Background: an optimization exercise with open tools, aiming at small area, a short achievable clock period and few clock cycles per item. Do not read the settings as production practice.
Function was not checked in any run shown here: the RTL went through the layout flow alone.
No activity file was given, so power comes from the tool's default toggle rates.

==> flow/design.v (outline; a module is shown in full before it is edited, if it fits) <==
// module fpu_pipe_unit: 1918 lines
module fpu_pipe_unit #(
    parameter int EXP_W = 8,
    parameter int MAN_W = 23,
    parameter int TAG_W = 4
) (
    input  logic                 clk,
    input  logic                 rst_n,
    input  logic                 in_valid,
    output logic                 in_ready,
    input  logic [1:0]           in_op,
    input  logic [EXP_W+MAN_W:0] in_a,
    input  logic [EXP_W+MAN_W:0] in_b,
    input  logic [TAG_W-1:0]     in_tag,
    output logic                 out_valid,
    input  logic                 out_ready,
    output logic [EXP_W+MAN_W:0] out_y,
    output logic [TAG_W-1:0]     out_tag,
    output logic [3:0]           out_flags,
    output logic [3:0]           sticky,
    input  logic                 sticky_clr
);
  // ...
==> flow/flow/run.sh <==
#!/bin/bash
# Own layout flow:
#  1. the standard synthesis, unchanged (standard.sh, up to 1_2_yosys.v);
#  2. flow/fa_polarity.py removes inverters around full-adder cells of that
#     netlist (a full adder is self-dual); registers and ports are untouched;
#  3. the rest of the standard ORFS flow on that netlist, with plain
#     buf_2 cells as the port buffers.
# Each step's full output goes to a log file of its own in this folder.
set -euo pipefail
here=$(pwd)
res="$here/orfs/results/$FLOW_PLATFORM/fpu_pipe_unit/base"
bash standard.sh "$res/1_2_yosys.v" > "$here/flow_synth.log" 2>&1
cp "$res/1_2_yosys.v" "$here/1_2_yosys_standard.v"
python3 "$here/flow/fa_polarity.py" "$here/1_2_yosys_standard.v" "$res/1_2_yosys.v" > "$here/flow_polarity.log" 2>&1
touch "$res/1_2_yosys.v"
bash standard.sh \
    "BUFFER_PORTS_ARGS=-buffer_cell sky130_fd_sc_hd__buf_2" \
    finish > "$here/flow_layout.log" 2>&1
==> flow/flow/fa_polarity.py <==
#!/usr/bin/env python3
"""Remove inverters around full-adder cells of a flat gate-level netlist.

A full adder is self-dual: FA(~a, ~b, ~c) = (~sum, ~cout). Flipping an adder
(feeding it the complements of its inputs and treating its outputs as the
complements of the old ones) removes inverters on its inputs and outputs and
may need new ones elsewhere; an adder is flipped only when that saves
inverters. Registers, ports and every other cell are left as they are.

usage: fa_polarity.py IN.v OUT.v
"""
import re
import sys
from collections import defaultdict

src = open(sys.argv[1]).read()
m_start = src.index("module ")
m_end = src.rindex("endmodule")
body = src[m_start:m_end]

inst_re = re.compile(r"^(\s*)(sky130_fd_sc_hd__\w+)\s+(\S+)\s*\((.*?)\);\s*$", re.S | re.M)
pin_re = re.compile(r"\.(\w+)\(\s*(.*?)\s*\)(?:,|\s*$)", re.S)

head_end = None
insts = {}          # name -> [type, {pin: net}]
order = []
for m in inst_re.finditer(body):
    if head_end is None:
        head_end = m.start()
    typ, name, pins = m.group(2), m.group(3), m.group(4)
    pm = {}
    for p, n in re.findall(r"\.(\w+)\(([^()]*)\)", pins):
        pm[p] = n.strip()
    insts[name] = [typ, pm]
    order.append(name)
header = body[:head_end]
tail = body[inst_re.search(body[::1], 0) and 0:]  # unused

# ports: nets named in the module header port list or declared input/output
port_nets = set()
for m in re.finditer(r"^\s*(input|output)\s+(\[[^\]]*\]\s*)?(\S+);", header, re.M):
    port_nets.add(m.group(3))

OUT_PINS = {"X", "Y", "Q", "Q_N", "SUM", "COUT", "HI", "LO"}

def base_net(n):
    return re.sub(r"\s*\[\d+\]$", "", n.lstrip("\\").strip())

def is_port(n):
    return base_net(n) in port_nets or n.lstrip("\\").split("[")[0].strip() in port_nets

def is_inv(name):
    return "__inv_" in insts[name][0] or "__clkinv_" in insts[name][0]

def is_fa(name):
    return insts[name][0].startswith("sky130_fd_sc_hd__fa_")

drv = {}
loads = defaultdict(set)
def rebuild():
    drv.clear(); loads.clear()
    for name, (typ, pm) in insts.items():
        for p, n in pm.items():
            if p in OUT_PINS:
                drv[n] = (name, p)
            else:
                loads[n].add((name, p))
rebuild()

counter = [0]
new_wires = []
def new_net():
    counter[0] += 1
    n = f"_fapol_n{counter[0]}_"
    new_wires.append(n)
    return n
def new_inv(a, y):
    counter[0] += 1
    name = f"_fapol_i{counter[0]}_"
    insts[name] = ["sky130_fd_sc_hd__inv_1", {"A": a, "Y": y}]
    order.append(name)
    drv[y] = (name, "Y")
    loads[a].add((name, "A"))
    return name
def del_inst(name):
    typ, pm = insts.pop(name)
    for p, n in pm.items():
        if p in OUT_PINS:
            drv.pop(n, None)
        else:
            loads[n].discard((name, p))
def connect(name, pin, net):
    old = insts[name][1][pin]
    if pin in OUT_PINS:
        drv.pop(old, None); drv[net] = (name, pin)
    else:
        loads[old].discard((name, pin)); loads[net].add((name, pin))
    insts[name][1][pin] = net

def inv_driver(n):
    d = drv.get(n)
    if d and d[0] in insts and is_inv(d[0]):
        return d[0]
    return None
def existing_inv_of(n):
    for (l, p) in loads[n]:
        if is_inv(l):
            return l
    return None

def gain(f):
    g = 0
    pm = insts[f][1]
    for p in ("A", "B", "CIN"):
        n = pm[p]
        i = inv_driver(n)
        if i is not None:
            others = [x for x in loads[n] if x != (f, p)]
            if not others and not is_port(n):
                g += 1
        elif existing_inv_of(n) is None:
            g -= 1
    for q in ("SUM", "COUT"):
        n = pm[q]
        if is_port(n):
            return -99
        plain = False
        for (l, p) in loads[n]:
            if is_inv(l) and not is_port(insts[l][1]["Y"]):
                g += 1
            else:
                plain = True
        if plain:
            g -= 1
    return g

def flip(f):
    pm = insts[f][1]
    for p in ("A", "B", "CIN"):
        n = pm[p]
        i = inv_driver(n)
        if i is not None:
            connect(f, p, insts[i][1]["A"])
            if not loads[n] and not is_port(n):
                del_inst(i)
        else:
            e = existing_inv_of(n)
            if e is not None:
                connect(f, p, insts[e][1]["Y"])
            else:
                y = new_net()
                new_inv(n, y)
                connect(f, p, y)
    for q in ("SUM", "COUT"):
        n = pm[q]
        nn = new_net()
        connect(f, q, nn)          # f now drives nn = ~n
        plain = []
        for (l, p) in list(loads[n]):
            if is_inv(l) and not is_port(insts[l][1]["Y"]):
                z = insts[l][1]["Y"]
                del_inst(l)
                for (l2, p2) in list(loads[z]):
                    connect(l2, p2, nn)
            else:
                plain.append((l, p))
        if plain:
            new_inv(nn, n)

before = sum(1 for n in insts if is_inv(n))
changed = True
passes = 0
while changed and passes < 50:
    changed = False
    passes += 1
    for f in list(order):
        if f in insts and is_fa(f) and gain(f) > 0:
            flip(f)
            changed = True
after = sum(1 for n in insts if is_inv(n))

# write out: header (with new wire declarations) + instances
out = [src[:m_start], header.rstrip("\n"), "\n"]
for w in new_wires:
    used = w in drv or loads.get(w)
    if used:
        out.append(f"  wire {w};\n")
for name in order:
    if name not in insts:
        continue
    typ, pm = insts[name]
    conns = ",\n".join(f"    .{p}({n}{' ' if n.startswith(chr(92)) else ''})" for p, n in pm.items())
    out.append(f"  {typ} {name} (\n{conns}\n  );\n")
out.append(src[m_end:])
open(sys.argv[2], "w").write("".join(out))
sys.stderr.write(f"fa_polarity: inverters {before} -> {after} in {passes} passes\n")
==> flow/standard.sh <==
#!/bin/bash
# synth_recipe.tcl (not shown) runs the flow's synth.tcl, then flattens the netlist and writes it again
# the make line also repeats each setting of config.mk as NAME=value (left out here)
make -C /OpenROAD-flow-scripts/flow DESIGN_CONFIG=/design/flow/config.mk WORK_HOME=/design/flow/orfs CLKGATE_MAP_FILE= SYNTH_SCRIPT=/design/flow/synth_recipe.tcl "${@:-finish}"
==> flow/config.mk <==
export PLATFORM = sky130hd
export DESIGN_NAME = fpu_pipe_unit
export DESIGN_NICKNAME = fpu_pipe_unit
export VERILOG_FILES = /design/flow/design.v
export SDC_FILE = /design/flow/constraint.sdc
export NUM_CORES = 4
export LEC_CHECK = 0
export ABC_AREA = 1
export CAP_MARGIN = 20
export CORE_MARGIN = 2
export CORE_UTILIZATION = 40
export GPL_ROUTABILITY_DRIVEN = 0
export SETUP_SLACK_MARGIN = 5
export SLEW_MARGIN = 20
==> flow/constraint.sdc <==
create_clock -name core_clock -period 14.0 [get_ports {clk}]
set_input_delay 2.8000 -clock core_clock [delete_from_list [all_inputs] [get_ports {clk}]]
set_output_delay 2.8000 -clock core_clock [all_outputs]
set_load 0.01 [all_outputs]
==> summary.txt, run 1 <==
Initial Utilization - 0.403
Mapped Cells - 3746
crit path to - out_y[7]
kind of critical path - reg -> out
total power - 6.77 mW
Largest delay share family, worst path - simple AND/OR/NAND/NOR gates
sequential cell area share - 0.0873
Power Density - 243 nW/µm²
area occupied by multi-input gates - 21300 µm²
crit-path max FO - 26
first-pass GRT wire length - 152000 µm
Avg Synthesized Cell Area - 6.89 µm²
initial antenna violation count - 2
hold slack - 506 ps
Comb. pwr - 6.12 mW
switching part of the total power - 0.603
RR Startpoint - r_cin
Die W - 258 µm
vias in the first global route - 26162
worst path bufs/invs - 7
buffer count from post-CTS setup fixing - 7
Core Util, Final - 0.435
Tapcells - 855
share of cells above drive strength 1 - 0.0934
RSZ-0062 raised after global routing - true
Buffers on Ports - 120
crit end category - output port
status - complete, no violations
Root Buffer - clkbuf_16
mean number of vias per cell - 5.83
share of cell area taken by multi-input logic gates - 0.761
CLK BUF - 9
Fin Setup TNS - 0 ps
seq_cells - 82
final worst slack - 5280 ps
Cell Area, Synth - 25800 µm²
syn_nets - 4240
DRT Wirelength - 98400 µm
Stages on worst setup path - 30
Clock Skew - 8.36 ps
Peak VDD IR - 259 µV
post-route design area - 27900 µm²
crit path DAT - 5920 ps
==> run 2: changes to the inputs <==
--- a/flow/design.v
+++ b/flow/design.v
@@ -78,45 +78,35 @@
                 sp_inf = 1'b1;
                 sp_sgn = sa;
             end else if (ib) begin
                 sp_inf = 1'b1;
                 sp_sgn = sbe;
             end
         end
     end
-    logic [4:0] tz_x, tz_y;
-    logic       p_st;
-    always_comb begin
-        tz_x = 5'(MAN_W);
-        tz_y = 5'(MAN_W);
-        for (int i = MAN_W - 1; i >= 0; i--) begin
-            if (ma[i]) tz_x = 5'(i);
-            if (mb[i]) tz_y = 5'(i);
-        end
-    end
     logic             a_ge;
     logic [MAN_W:0]   siga, sigb, sig_big, sig_sml;
     logic [EXP_W-1:0] e_big, e_diff;
-    logic [SW-1:0]    ext_big, ext_sml, sml_al;
+    logic [SW-1:0]    ext_big, ext_sml, lost_mask, sml_al;
     logic             sml_lost, a_sub;
     assign siga    = za ? '0 : {1'b1, ma};
     assign sigb    = zb ? '0 : {1'b1, mb};
     assign a_ge    = (in_a[FW-2:0] >= in_b[FW-2:0]);
     assign e_big   = a_ge ? ea : eb;
     assign e_diff  = a_ge ? (ea - eb) : (eb - ea);
     assign sig_big = a_ge ? siga : sigb;
     assign sig_sml = a_ge ? sigb : siga;
     assign ext_big = {sig_big, 3'b000};
     assign ext_sml = {sig_sml, 3'b000};
-    assign sml_lost  = (a_ge ? !zb : !za) && (e_diff > 8'(3 + (a_ge ? tz_y : tz_x)));
+    assign lost_mask = ~({SW{1'b1}} << e_diff);
+    assign sml_lost  = |(ext_sml & lost_mask);
     assign sml_al    = (ext_sml >> e_diff) | {{(SW-1){1'b0}}, sml_lost};
     assign a_sub     = sa ^ sbe;
     localparam int LO = PW - SW - 1;       
-    logic [LO:0]          p_lo;
     logic signed [EW-1:0] m_exp;
     logic [MAN_W:0]   bx;
     logic [MAN_W+2:0] by;
     assign bx = {1'b1, ma};
     assign by = {2'b00, 1'b1, mb};
     logic [11:0] bd_one;
     logic [11:0] bd_two;
     logic [11:0] bd_neg;
@@ -1745,24 +1735,44 @@
     assign mt_a[44] = fc584;
     assign mt_b[44] = fs585;
     assign mt_a[45] = fc586;
     assign mt_b[45] = fs587;
     assign mt_a[46] = fc588;
     assign mt_b[46] = fs589;
     assign mt_a[47] = fc590;
     assign mt_b[47] = fs591;
-    assign p_lo = {1'b0, mt_a[LO-1:0]} + {1'b0, mt_b[LO-1:0]};
+    localparam int NG = LO / 5;
+    logic [NG-1:0] lo_g, lo_p;
+    always_comb begin
+        for (int k = 0; k < NG; k++) begin
+            logic [5:0] gs;
+            gs = {1'b0, mt_a[5*k +: 5]} + {1'b0, mt_b[5*k +: 5]};
+            lo_g[k] = gs[5];
+            lo_p[k] = &(mt_a[5*k +: 5] ^ mt_b[5*k +: 5]);
+        end
+    end
+    logic [4:0] tz_x, tz_y;
+    logic       p_st;
+    always_comb begin
+        tz_x = 5'(MAN_W);
+        tz_y = 5'(MAN_W);
+        for (int i = MAN_W - 1; i >= 0; i--) begin
+            if (ma[i]) tz_x = 5'(i);
+            if (mb[i]) tz_y = 5'(i);
+        end
+    end
     assign p_st = ({1'b0, tz_x} + {1'b0, tz_y}) < 6'(LO);
     assign m_exp = $signed({2'b00, ea}) + $signed({2'b00, eb}) - BIAS;
     logic                 r_spec, r_nan, r_nv, r_inf, r_sgn;
     logic [TAG_W-1:0]     r_tag;
     logic [EW-1:0]        r_exp;
     logic [SW:0]          r_xa, r_xb;
-    logic                 r_cin, r_st;
+    logic [NG-1:0]        r_cg, r_cp;
+    logic                 r_st;
     always_ff @(posedge clk) begin
         if (!stall) begin
             r_tag  <= in_tag;
             r_spec <= sp_nan | sp_inf | sp_zero;
             r_nan  <= sp_nan;
             r_nv   <= sp_nv;
             r_inf  <= sp_inf;
             if (sp_nan | sp_inf | sp_zero)
@@ -1770,37 +1780,44 @@
             else if (is_mul)
                 r_sgn <= sa ^ sb;
             else
                 r_sgn <= a_ge ? sa : sbe;
             if (is_mul) begin
                 r_exp <= m_exp;
                 r_xa  <= mt_a[PW-1:LO];
                 r_xb  <= mt_b[PW-1:LO];
-                r_cin <= p_lo[LO];
+                r_cg  <= lo_g;
+                r_cp  <= lo_p;
                 r_st  <= p_st;
             end else begin
                 r_exp <= {2'b00, e_big};
                 r_xa  <= {1'b0, ext_big};
                 r_xb  <= a_sub ? ~{1'b0, sml_al} : {1'b0, sml_al};
-                r_cin <= a_sub;
+                r_cg  <= {{(NG-1){1'b0}}, a_sub};
+                r_cp  <= '1;
                 r_st  <= 1'b0;
             end
         end
     end
     always_ff @(posedge clk or negedge rst_n) begin
         if (!rst_n) out_v_q <= 1'b0;
         else        out_v_q <= stall | in_valid;
     end
     logic [SW:0]          R;
     logic                 rnd_path;
     logic [MAN_W-1:0]     rm, frc_r;
     logic                 r_lsb, r_g, r_s, up, inx, cy;
     logic signed [EW-1:0] e_r;
     logic [SW:0] S;
+    logic        r_cin;
+    always_comb begin
+        r_cin = r_cg[0];
+        for (int k = 1; k < NG; k++) r_cin = r_cg[k] | (r_cp[k] & r_cin);
+    end
     assign S        = r_xa + r_xb + {{SW{1'b0}}, r_cin};
     assign R        = {S[SW:1], S[0] | r_st};
     assign rnd_path = R[SW] | R[SW-1] | R[SW-2];
     always_comb begin
         if (R[SW]) begin
             rm = R[SW-1:4];  r_lsb = R[4]; r_g = R[3]; r_s = |R[2:0];
         end else if (R[SW-1]) begin
             rm = R[SW-2:3];  r_lsb = R[3]; r_g = R[2]; r_s = |R[1:0];
==> summary.txt, run 2 <==
status - complete, no violations
RR Startpoint - r_cp[1]
crit share post-route - 0.616
Slowest cell on crit path - fa_2
crit path DAT - 5830 ps (-90 ps)
Ys Warns - 1
Hold Path Depth - 2
Slew HR - 0.199
total leakage power - 13.7 nW
Max-Cap Viols - 0
min Tclk post-route - 8630 ps
share of cells above drive strength 1 - 0.0927 (-0.000631)
Initial Utilization - 0.404 (+0.00134)
R2R Path End - sticky_q[1]
Final Hold Viols - 0
most common cell after layout, fill and taps aside - nand2_1
syn_nets - 4391 (+3.6%)
Final nets - 4398
initial antenna violation count - 2 (unchanged)
TritonCTS clock tree - built
vias in the first global route - 26340 (+0.68%)
pin count of the biggest net entering global routing - 57
biggest regs - r_xa: 28 flops, r_xb: 28 flops, r_exp: 10 flops
final worst slack - 5370 ps (+89.0 ps)
Die Area - 68600 µm²
Buffers on Ports - 120 (unchanged)
Routed Antenna Nets - 0
reg2reg setup slack - 8710 ps
WL/cell - 22.0 µm
final setup vio count - 0
most frequent cells in the layout - nand2_1 (963), inv_1 (405), nand3_1 (366)
first-pass GRT wire length - 158000 µm (+4.1%)
Post-CTS Hold Buffers - 0
area delta synth->final - 8.06%
Slew @ Worst Pin - 1200 ps
Fin Setup TNS - 0 ps (unchanged)
worst hold path type - reg -> reg
Clock transition at path regs - 60 ps
Mapped Cells - 3904 (+4.2%)
Peak VDD IR - 189 µV (-27%)
critical hold path startpoint - sticky_q[3]
crit end category - output port
mean number of vias per cell - 5.85 (+0.33%)
worst path bufs/invs - 6 (-1)
grt ovf - 0
clock latency (worst-skew pair) - 350 ps
post-route design area - 28800 µm² (+3.0%)
worst r2r path cells - 28
CTS Buffer Depth - 2
fin. max-slew vios - 0
Setup Slack @ Placement - 3980 ps
CP Data Required Time - 11200 ps
Power Density - 240 nW/µm² (-1.1%)
core area - 65900 µm²
DP Area - 27900 µm²
row cnt - 94
all-layer global routing usage - 0.302
total power - 6.90 mW (+1.9%)
Largest delay share family, worst path - simple AND/OR/NAND/NOR gates
DRT iter0 DRCs - 3387
Root Buffer - clkbuf_16
DRT Wirelength - 105000 µm (+6.9%)
number of CTS-inserted buffers - 9
Cell Area, Synth - 26600 µm² (+3.1%)
# fillers - 6946
max incr delay on CP - 410 ps
Avg Synthesized Cell Area - 6.82 µm² (-1.1%)
startpoint types - flop
Core Util, Final - 0.437 (+0.00106)
detailed-route DRC error count - 0
crit-path max FO - 8 (-69%)
IO Pins - 121
CTS Sinks - 88
fmax - 0.116 GHz
WHS Endpoint - sticky_q[3]
Vert. Die Dim - 262 µm
drt first pass iters - 9
CP dominant cell by count - nand2_1
dpl hpwl - 77500 µm
diode count - 0
RSZ-0062 raised after global routing - false
via count - 27972
kind of critical path - reg -> out
Clock Skew - 10.4 ps (+2.07 ps)
H-tree Lvls - 3
Die W - 262 µm (+1.5%)
-- run 2: worst max-delay path by stage --
stage / from / endpoint / slack, ps / depth (start not counted)
floorplan: r_cp[1] / out_y[7] / 5840 / 36
global placement: r_cp[1] / out_y[17] / 4010 / 36
detailed placement: r_cp[1] / out_y[11] / 3980 / 36
CTS: r_cp[1] / out_y[7] / 5000 / 36
global route: r_cp[1] / out_y[14] / 4990 / 31
finish: r_cp[1] / out_y[0] / 5370 / 37
-- run 2: power breakdown --
part,leakage [nW],internal (mW),switching (mW)
combinational,12.6,2.14,4.02
clock,0.173,0.191,0.103
sequential,0.910,0.406,0.0388
-- run 2: per-stage QoR --
stage / hold WS (ps) / instances
global route: 555 / 4779
global placement: 493 / 4735
CTS: 512 / 4755
detailed placement: 497 / 4735
floorplan: 528 / 3904
finish: 509 / 4779
-- run 2: layer usage --
metal,vias to the layer above,share of wire,global-route usage
met5,-,0.00026,0
met4,4,0.055,0.143
met3,357,0.10,0.0596
met2,1629,0.44,0.474
met1,13078,0.40,0.398
li1,12904,-,-
-- run 2: worst register-to-register path, delay by kind of cell (launching register included) --
kind                       cells  cell delay (ps)
buffers and inverters          2              240
DFF                            1              360
and+or+nand+nor               19             3090
adders and majority gates      3             1010
AOI/OAI and AO/OA              4              540
-- run 2: layout make-up --
| cell class | count | area [µm²] | share of cell area |
|---|---|---|---|
| well taps | 864 | 1080 | 0.0376 |
| repair buffers | 212 | 1310 | 0.0457 |
| repair inverters | 2 | 16.3 | 0.000566 |
| clock inverters | 6 | 133 | 0.00461 |
| inverters | 455 | 1740 | 0.0606 |
| multi-input cells | 3143 | 21600 | 0.752 |
| clock buffers | 9 | 225 | 0.00783 |
| flip-flops and latches | 88 | 2620 | 0.0910 |
-- run 2: what timing repair did --
action	CTS	global route
resized for setup	22	42
gates cloned	0	6
pin swaps	5	8
setup buffers	5	17
setup endpoints to repair	33	35

-- afterwards: timing with drivers on the ports --
The flow's constraints put no driver on any port. The routed layouts listed below were extracted and timed again, unchanged, in two steps.
Step 1: set_driving_cell puts a clkbuf_16 on clk and a buf_2 on each other input, an assumption about the parent block.
Step 2 times the ports against the registers' clock, not the clock port: input delays grow and output delays shrink by t, the midpoint of the rising clock arrivals with the driver on.
Slacks: no drivers / after step 1 / after step 2; pairs: no drivers / after step 1.
run | shift t [ns] | setup slack, ns | latest minus earliest clock arrival (ns) | pins driven straight from the clock port
run 1 | 0.393 | 5.280 / 5.235 / 5.047 | 0.010 / 0.009 | 1
run 2 | 0.394 | 5.369 / 5.323 / 5.101 | 0.010 / 0.010 | 1
After both steps every run listed still meets setup and hold. The setup slack of run 2, which loses most, moves by -0.046 ns with the drivers and by -0.268 ns with both steps.
